From an optimization exercise on the open Yosys and OpenROAD flow, aimed at small area, a short achievable clock period and few clock cycles; shortcuts taken in it are not production practice. At most, simulation tests tie the RTL to the original design; equivalence was not proved.

==> trial 14: inputs <==
==> flow/design.v (excerpt) <==
module mm_sys_top (
  input  wire                          arm_clk,
  input  wire                          rst,
  input  wire                          job_valid,
  input  wire [3:0]                    job_m,
  input  wire [3:0]                    job_n,
  input  wire [3:0]                    job_p,
  input  wire                          data_valid,
  input  wire [31:0]                   data_word,
  output logic                         result_valid,
  output logic [31:0]                  result_data,
  output logic                         busy,
  output logic                         done
);
  localparam logic [1:0] PH_F = 2'd0;   
  localparam logic [1:0] PH_W = 2'd1;   
  localparam logic [1:0] PH_O = 2'd2;   
  localparam logic [1:0] PH_E = 2'd3;   
  logic [1:0] phase;
  logic [2:0] mm1, nm1, pm1;   
  logic [2:0] k;
  logic       g;
  logic [7:0] fi, fj;          
  logic       ov;              
  logic       op_last;         
  logic       v1, last1;
  logic       wload;           
  logic [7:0][7:0][7:0] fr;   
  logic [7:0][7:0][7:0] wc;   
  wire accept  = job_valid & ~busy;
  wire f_two   = mm1[2];    
  wire w_two   = pm1[2];    
  wire in_f    = busy & (phase == PH_F);
  wire ld_f    = in_f & data_valid;
  wire ld_w    = busy & wload & data_valid;
  wire f_end   = (g == f_two) & (k == nm1);
  wire w_end   = (g == w_two) & (k == nm1);
  wire w_start = ld_w & (k == nm1) & ~g;
  wire fetch   = busy & (phase == PH_O) & ~(wload & fj[4]);
  wire advance = fetch | w_start;   
  wire wrap_j  = |(fj & (8'b1 << pm1));
  wire last_f  = |(fi & (8'b1 << mm1)) & wrap_j;   
  always_ff @(posedge arm_clk or posedge rst) begin
    if (rst) begin
      busy         <= 1'b0;
      done         <= 1'b0;
      phase        <= PH_F;
      wload        <= 1'b0;
      ov           <= 1'b0;
      v1           <= 1'b0;
  ...
Settings: LEC_CHECK=0, ABC_CLOCK_PERIOD_IN_PS=3000, CAP_MARGIN=20, CELL_PAD_IN_SITES_DETAIL_PLACEMENT=1, CORE_MARGIN=2, CORE_UTILIZATION=30, CTS_CLUSTER_DIAMETER=190, CTS_CLUSTER_SIZE=28, PLACE_DENSITY=0.4, SLEW_MARGIN=20, SYNTH_MEMORY_MAX_BITS=16384, SETUP_SLACK_MARGIN=6.3; clock period 10.0 ns.
standard.sh (not shown) runs the stock make flow with config.mk's settings and CLKGATE_MAP_FILE= SYNTH_SCRIPT=/design/flow/synth_recipe.tcl, a recipe that flattens the netlist after the stock synthesis.
==> flow/flow/run.sh <==
#!/bin/bash
set -e
echo "export SETUP_SLACK_MARGIN = 6.3" >> config.mk
bash standard.sh > standard.log 2>&1
==> trial 78: changes against trial 14 <==
CTS_CLUSTER_DIAMETER = 180   (was 190)
CTS_CLUSTER_SIZE = 25   (was 28)
==> trial 72: changes against trial 14 <==
==> flow/flow/run.sh (replaced) <==
#!/bin/bash
set -e
echo "export SETUP_SLACK_MARGIN = 6.2" >> config.mk
bash standard.sh > standard.log 2>&1
CTS_CLUSTER_DIAMETER = 180   (was 190)
CTS_CLUSTER_SIZE = 25   (was 28)
SETUP_SLACK_MARGIN = 6.2   (was 6.3)
==> results.yml <==
sta:
  timing.final.ws_setup_ns: 6.28
  hold_slack_ns: 0.365
cells_and_area:
  buf_share_pct: 2.17
  multiInputGateArea_um2: 19400
  final_cells: 6447
run_status:
  status: "no timing/DRC/antenna violations"
detailed_routing:
  via_per_inst: 4.88
worst_setup_path:
  path_depth: 4
  cp.required_ns: 10.34
  endpoint: "fr[79]"
-- figures above: trial 14

==> results.yml <==
run_status:
  status: "no timing/DRC/antenna violations"
sta:
  fin_crit_sh_pct: 37.7
  hold_slack_ns: 0.362
  timing.final.ws_setup_ns: 6.23
cells_and_area:
  final_cells: 6451
  multiInputGateArea_um2: 19400
  buf_share_pct: 2.00
  final_util_pct: 33.2
  syn_to_final_growth_pct: 9.98
worst_setup_path:
  rr_endpoint: "u_dot.r1431"
  endpoint: "u_dot.r1431"
  cp.required_ns: 10.59
clock_network:
  cts-root-buf: "clkbuf_16"
  clk_latency_ns: 0.74
  cts_buffer_depth: 3
synth:
  ys_seq_elements: 1286
hold_path:
  hold_end: "result_valid"
-- figures above: trial 72

==> results.yml <==
run_status:
  status: "no timing/DRC/antenna violations"
cells_and_area:
  final_cells: 6456
  multiInputGateArea_um2: 19400
  largestClassByArea: "flip-flops and latches"
detailed_routing:
  met1_length_um: 85600
  via_per_inst: 4.88
sta:
  timing.final.ws_setup_ns: 6.32
  hold_slack_ns: 0.362
grt:
  gr-usage-met2_pct: 26.2
  grtUsageMet1_pct: 26.0
worst_setup_path:
  path_depth: 1
  cp.required_ns: 8.00
  endpoint: "result_data[20]"
die:
  num_rows: 161
run:
  max_cap_violations: 0
-- figures above: trial 78

Testbench counts of trial 14, summed over its fixed seeds: cycles 5,136.
Testbench counts of trial 78, summed over its fixed seeds: cycles 5,136.
Testbench counts of trial 72, summed over its fixed seeds: cycles 5,136.

* * *

==> inputs of v6 <==
mm_sys_top, a different RTL version from the one above (not shown whole).
==> flow/design.v (excerpt) <==
module mm_sys_top (
  input  wire                          arm_clk,
  input  wire                          rst,
  input  wire                          job_valid,
  input  wire [3:0]                    job_m,
  input  wire [3:0]                    job_n,
  input  wire [3:0]                    job_p,
  input  wire                          data_valid,
  input  wire [31:0]                   data_word,
  output logic                         result_valid,
  output logic [31:0]                  result_data,
  output logic                         busy,
  output logic                         done
);
  localparam logic [1:0] PH_F = 2'd0;   
  localparam logic [1:0] PH_W = 2'd1;   
  localparam logic [1:0] PH_O = 2'd2;   
  localparam logic [1:0] PH_E = 2'd3;   
  logic [1:0] phase;
  logic [2:0] mm1, nm1, pm1;   
  logic [2:0] k;
  logic       g;
  logic [7:0] fi, fj;          
  logic       op_last;         
  logic       v1, last1;
  logic [7:0][7:0][7:0] fr;   
  logic [7:0][7:0][7:0] wc;   
  wire accept  = job_valid & ~busy;
  wire f_two   = mm1[2];    
  wire w_two   = pm1[2];    
  wire in_f    = busy & (phase == PH_F);
  wire in_w    = busy & (phase == PH_W);
  wire ld_f    = in_f & data_valid;
  wire ld_w    = in_w & data_valid;
  wire issue   = busy & (phase == PH_O);
  wire f_end   = (g == f_two) & (k == nm1);
  wire w_end   = (g == w_two) & (k == nm1);
  wire advance = issue | (ld_w & w_end);   
  wire wrap_j  = |(fj & (8'b1 << pm1));
  always_ff @(posedge arm_clk or posedge rst) begin
    if (rst) begin
      busy         <= 1'b0;
      done         <= 1'b0;
      phase        <= PH_F;
      v1           <= 1'b0;
      last1        <= 1'b0;
      result_valid <= 1'b0;
    end else begin
      v1           <= issue;
      last1        <= issue & op_last;
      result_valid <= v1;
      done         <= last1;
      if (accept) begin
        busy  <= 1'b1;
        phase <= PH_F;
      end else if (last1) begin
        busy <= 1'b0;
      end
      if (ld_f && f_end) phase <= PH_W;
  ...
==> module mm_sys_top, before the edit <==
module mm_sys_top (
  input  wire                          arm_clk,
  input  wire                          rst,
  input  wire                          job_valid,
  input  wire [3:0]                    job_m,
  input  wire [3:0]                    job_n,
  input  wire [3:0]                    job_p,
  input  wire                          data_valid,
  input  wire [31:0]                   data_word,
  output logic                         result_valid,
  output logic [31:0]                  result_data,
  output logic                         busy,
  output logic                         done
);
  localparam logic [1:0] PH_F = 2'd0;   
  localparam logic [1:0] PH_W = 2'd1;   
  localparam logic [1:0] PH_O = 2'd2;   
  localparam logic [1:0] PH_E = 2'd3;   
  logic [1:0] phase;
  logic [2:0] mm1, nm1, pm1;   
  logic [2:0] k;
  logic       g;
  logic [7:0] fi, fj;          
  logic       op_last;         
  logic       v1, last1;
  logic [7:0][7:0][7:0] fr;   
  logic [7:0][7:0][7:0] wc;   
  wire accept  = job_valid & ~busy;
  wire f_two   = mm1[2];    
  wire w_two   = pm1[2];    
  wire in_f    = busy & (phase == PH_F);
  wire in_w    = busy & (phase == PH_W);
  wire ld_f    = in_f & data_valid;
  wire ld_w    = in_w & data_valid;
  wire issue   = busy & (phase == PH_O);
  wire f_end   = (g == f_two) & (k == nm1);
  wire w_end   = (g == w_two) & (k == nm1);
  wire advance = issue | (ld_w & w_end);   
  wire wrap_j  = |(fj & (8'b1 << pm1));
  always_ff @(posedge arm_clk or posedge rst) begin
    if (rst) begin
      busy         <= 1'b0;
      done         <= 1'b0;
      phase        <= PH_F;
      v1           <= 1'b0;
      last1        <= 1'b0;
      result_valid <= 1'b0;
    end else begin
      v1           <= issue;
      last1        <= issue & op_last;
      result_valid <= v1;
      done         <= last1;
      if (accept) begin
        busy  <= 1'b1;
        phase <= PH_F;
      end else if (last1) begin
        busy <= 1'b0;
      end
      if (ld_f && f_end) phase <= PH_W;
      if (ld_w && w_end) phase <= PH_O;
      if (issue && op_last) phase <= PH_E;
    end
  end
  always_ff @(posedge arm_clk) begin
    if (accept) begin
      mm1 <= job_m[2:0] - 3'd1;
      nm1 <= job_n[2:0] - 3'd1;
      pm1 <= job_p[2:0] - 3'd1;
      k   <= 3'd0;
      g   <= 1'b0;
      fi  <= 8'd1;
      fj  <= 8'd1;
    end
    if (ld_f || ld_w) begin
      if (g == (ld_f ? f_two : w_two)) begin
        g <= 1'b0;
        k <= (k == nm1) ? 3'd0 : k + 3'd1;
      end else begin
        g <= 1'b1;
      end
    end
    if (advance) begin
      op_last <= |(fi & (8'b1 << mm1)) & wrap_j;
      fj      <= wrap_j ? 8'd1 : {fj[6:0], 1'b0};
      if (wrap_j) fi <= {fi[6:0], 1'b0};
    end
  end
  always_ff @(posedge arm_clk) begin
    for (int l = 0; l < 4; l++) begin
      for (int h = 0; h < 2; h++) begin
        if (ld_f && g == h[0]) begin
          fr[4*h+l][0] <= data_word[8*l +: 8];
          for (int q = 1; q < 8; q++) fr[4*h+l][q] <= fr[4*h+l][q-1];
        end
        if (ld_w && g == h[0]) begin
          wc[4*h+l][0] <= data_word[8*l +: 8];
          for (int q = 1; q < 8; q++) wc[4*h+l][q] <= wc[4*h+l][q-1];
        end
      end
    end
  end
  logic [7:0][7:0] frow_r, wcol_r;
  logic [7:0][7:0] frow, wcol;
  logic [7:0]      kmask;
  for (genvar q = 0; q < 8; q++) begin : g_mask
    assign kmask[q] = (q <= nm1);   
  end
  always_comb begin
    frow = '0;
    wcol = '0;
    for (int r = 0; r < 8; r++) begin
      frow = frow | (fr[r] & {64{fi[r]}});
      wcol = wcol | (wc[r] & {64{fj[r]}});
    end
  end
  always_ff @(posedge arm_clk) begin
    for (int q = 0; q < 8; q++) frow_r[q] <= frow[q] & {8{kmask[q]}};
    if (issue)          wcol_r <= wcol;
    else if (ld_w && !g) wcol_r <= {wcol_r[6:0], data_word[7:0]};
  end
  logic [18:0] sum;
  mm_engine u_dot (.clk(arm_clk), .f(frow_r), .w(wcol_r), .res(sum));
  always_ff @(posedge arm_clk) result_data <= {{13{sum[18]}}, sum};
endmodule
export LEC_CHECK = 0
export ABC_CLOCK_PERIOD_IN_PS = 3000
export CAP_MARGIN = 20
export CELL_PAD_IN_SITES_DETAIL_PLACEMENT = 1
export CORE_MARGIN = 2
export CORE_UTILIZATION = 30
export PLACE_DENSITY = 0.4
export SLEW_MARGIN = 20
export SYNTH_MEMORY_MAX_BITS = 16384
export SETUP_SLACK_MARGIN = 6.3
create_clock -name core_clock -period 10.0 [get_ports {arm_clk}]
==> flow/flow/run.sh <==
#!/bin/bash
set -e
echo "export SETUP_SLACK_MARGIN = 6.3" >> config.mk
bash standard.sh > standard.log 2>&1
==> v22 (differences from v6) <==
--- a/flow/design.v
+++ b/flow/design.v
@@ -3351,2 +3351,3 @@
   logic       v1, last1;
+  logic       wload;           
   logic [7:0][7:0][7:0] fr;   
@@ -3357,9 +3358,10 @@
   wire in_f    = busy & (phase == PH_F);
-  wire in_w    = busy & (phase == PH_W);
   wire ld_f    = in_f & data_valid;
-  wire ld_w    = in_w & data_valid;
-  wire issue   = busy & (phase == PH_O);
+  wire ld_w    = busy & wload & data_valid;
   wire f_end   = (g == f_two) & (k == nm1);
   wire w_end   = (g == w_two) & (k == nm1);
-  wire advance = issue | (ld_w & w_end);   
+  wire w_start = ld_w & (k == nm1) & ~g;
+  wire stall   = wload & fj[4];
+  wire issue   = busy & (phase == PH_O) & ~stall;
+  wire advance = issue | w_start;   
   wire wrap_j  = |(fj & (8'b1 << pm1));
@@ -3370,2 +3372,3 @@
       phase        <= PH_F;
+      wload        <= 1'b0;
       v1           <= 1'b0;
@@ -3384,4 +3387,8 @@
       end
-      if (ld_f && f_end) phase <= PH_W;
-      if (ld_w && w_end) phase <= PH_O;
+      if (ld_f && f_end) begin
+        phase <= PH_W;
+        wload <= 1'b1;
+      end
+      if (ld_w && w_end) wload <= 1'b0;
+      if (w_start) phase <= PH_O;
       if (issue && op_last) phase <= PH_E;
==> flow/run.sh (new file) <==
#!/bin/bash
# synth_recipe.tcl (not shown) runs the flow's synth.tcl, then flattens the netlist and writes it again
# the make line also repeats each setting of config.mk as NAME=value (left out here)
make -C /OpenROAD-flow-scripts/flow DESIGN_CONFIG=/design/flow/config.mk WORK_HOME=/design/flow/orfs CLKGATE_MAP_FILE= SYNTH_SCRIPT=/design/flow/synth_recipe.tcl finish
Settings changed: SETUP_SLACK_MARGIN 6.3 to 5.
removed: flow/flow/run.sh
removed: flow/standard.sh
==> v35 (differences from v6) <==
==> flow/run.sh (new file) <==
#!/bin/bash
# synth_recipe.tcl (not shown) runs the flow's synth.tcl, then flattens the netlist and writes it again
# the make line also repeats each setting of config.mk as NAME=value (left out here)
make -C /OpenROAD-flow-scripts/flow DESIGN_CONFIG=/design/flow/config.mk WORK_HOME=/design/flow/orfs CLKGATE_MAP_FILE= SYNTH_SCRIPT=/design/flow/synth_recipe.tcl finish
Settings changed: SETUP_SLACK_MARGIN 6.3 to 5.
removed: flow/flow/run.sh
removed: flow/standard.sh
==> comparison table <==
Status: v35 finished clean; v22 finished clean; v6 finished clean
Post-CTS Resized: v35 0; v22 0; v6 146
Die outline height: v35 451 um; v22 452 um; v6 451 um
Complex-gate fraction of the synthesized area: v35 0.0910; v22 0.0898; v6 0.0910
Placed wire-length estimate: v35 123,000 um; v22 128,000 um; v6 123,000 um
Transition time at the pin with the least slew margin: v35 1080 ps; v22 1150 ps; v6 1130 ps
Combined area of all synthesized cells: v35 60,000 um2; v22 60,100 um2; v6 60,000 um2
Comb_multi_in: v35 1,905; v22 1,912; v6 1,906
Count of placed standard cells including taps: v35 6,547; v22 6,538; v6 6,547
Detailed route wirelength on metal3: v35 6570 um; v22 5920 um; v6 7060 um
Final critical path time including I/O delays and setup: v35 4520 ps; v22 4550 ps; v6 3970 ps
Count of placed standard cells in the final layout, fillers left out: v35 6,838; v22 6,830; v6 6,930
All-Layer GR Usage: v35 0.173; v22 0.176; v6 0.179
Syn Inst Count: v35 3,920; v22 3,925; v6 3,920
Final worst hold slack: v35 361 ps; v22 346 ps; v6 359 ps
Function was not checked in any run of this note: the RTL went through the layout flow alone.

static timing again, ports no longer ideal:
The results above use ideal ports. As a check the final layouts listed here were re-extracted and re-timed, cells and wires unchanged.
Step 1 assumes that a clkbuf_16 drives the clock port and a buf_2 every other input.
Step 2 adds t to the input delays and takes it off the output delays; t is the mean of the earliest and latest rising clock arrival at the registers after step 1. Input paths then give back, and output paths get back, about the clock's delay inside the block.
Three values: ideal ports, drivers, drivers and shift; two values: the first two.
run	t (ns)	setup slack, ns	hold WS [ns]	pins driven straight from the clock port
trial 14	0.774	6.277 / 6.244 / 5.524	0.365 / 0.365 / 0.365	1
trial 78	0.803	6.319 / 6.232 / 5.556	0.362 / 0.362 / 0.362	1
trial 72	0.802	6.235 / 6.223 / 5.478	0.362 / 0.362 / 0.362	1
v6	0.877	6.028 / 6.028 / 5.553	0.359 / 0.359 / 0.359	1
v22	0.857	5.451 / 5.451 / 4.775	0.346 / 0.346 / 0.346	1
v35	0.867	5.482 / 5.482 / 4.833	0.361 / 0.361 / 0.361	1
After both steps setup and hold are still met in every run listed. For trial 78, which loses most, drivers alone change the setup slack by -0.087 ns; drivers and shift together by -0.763 ns.
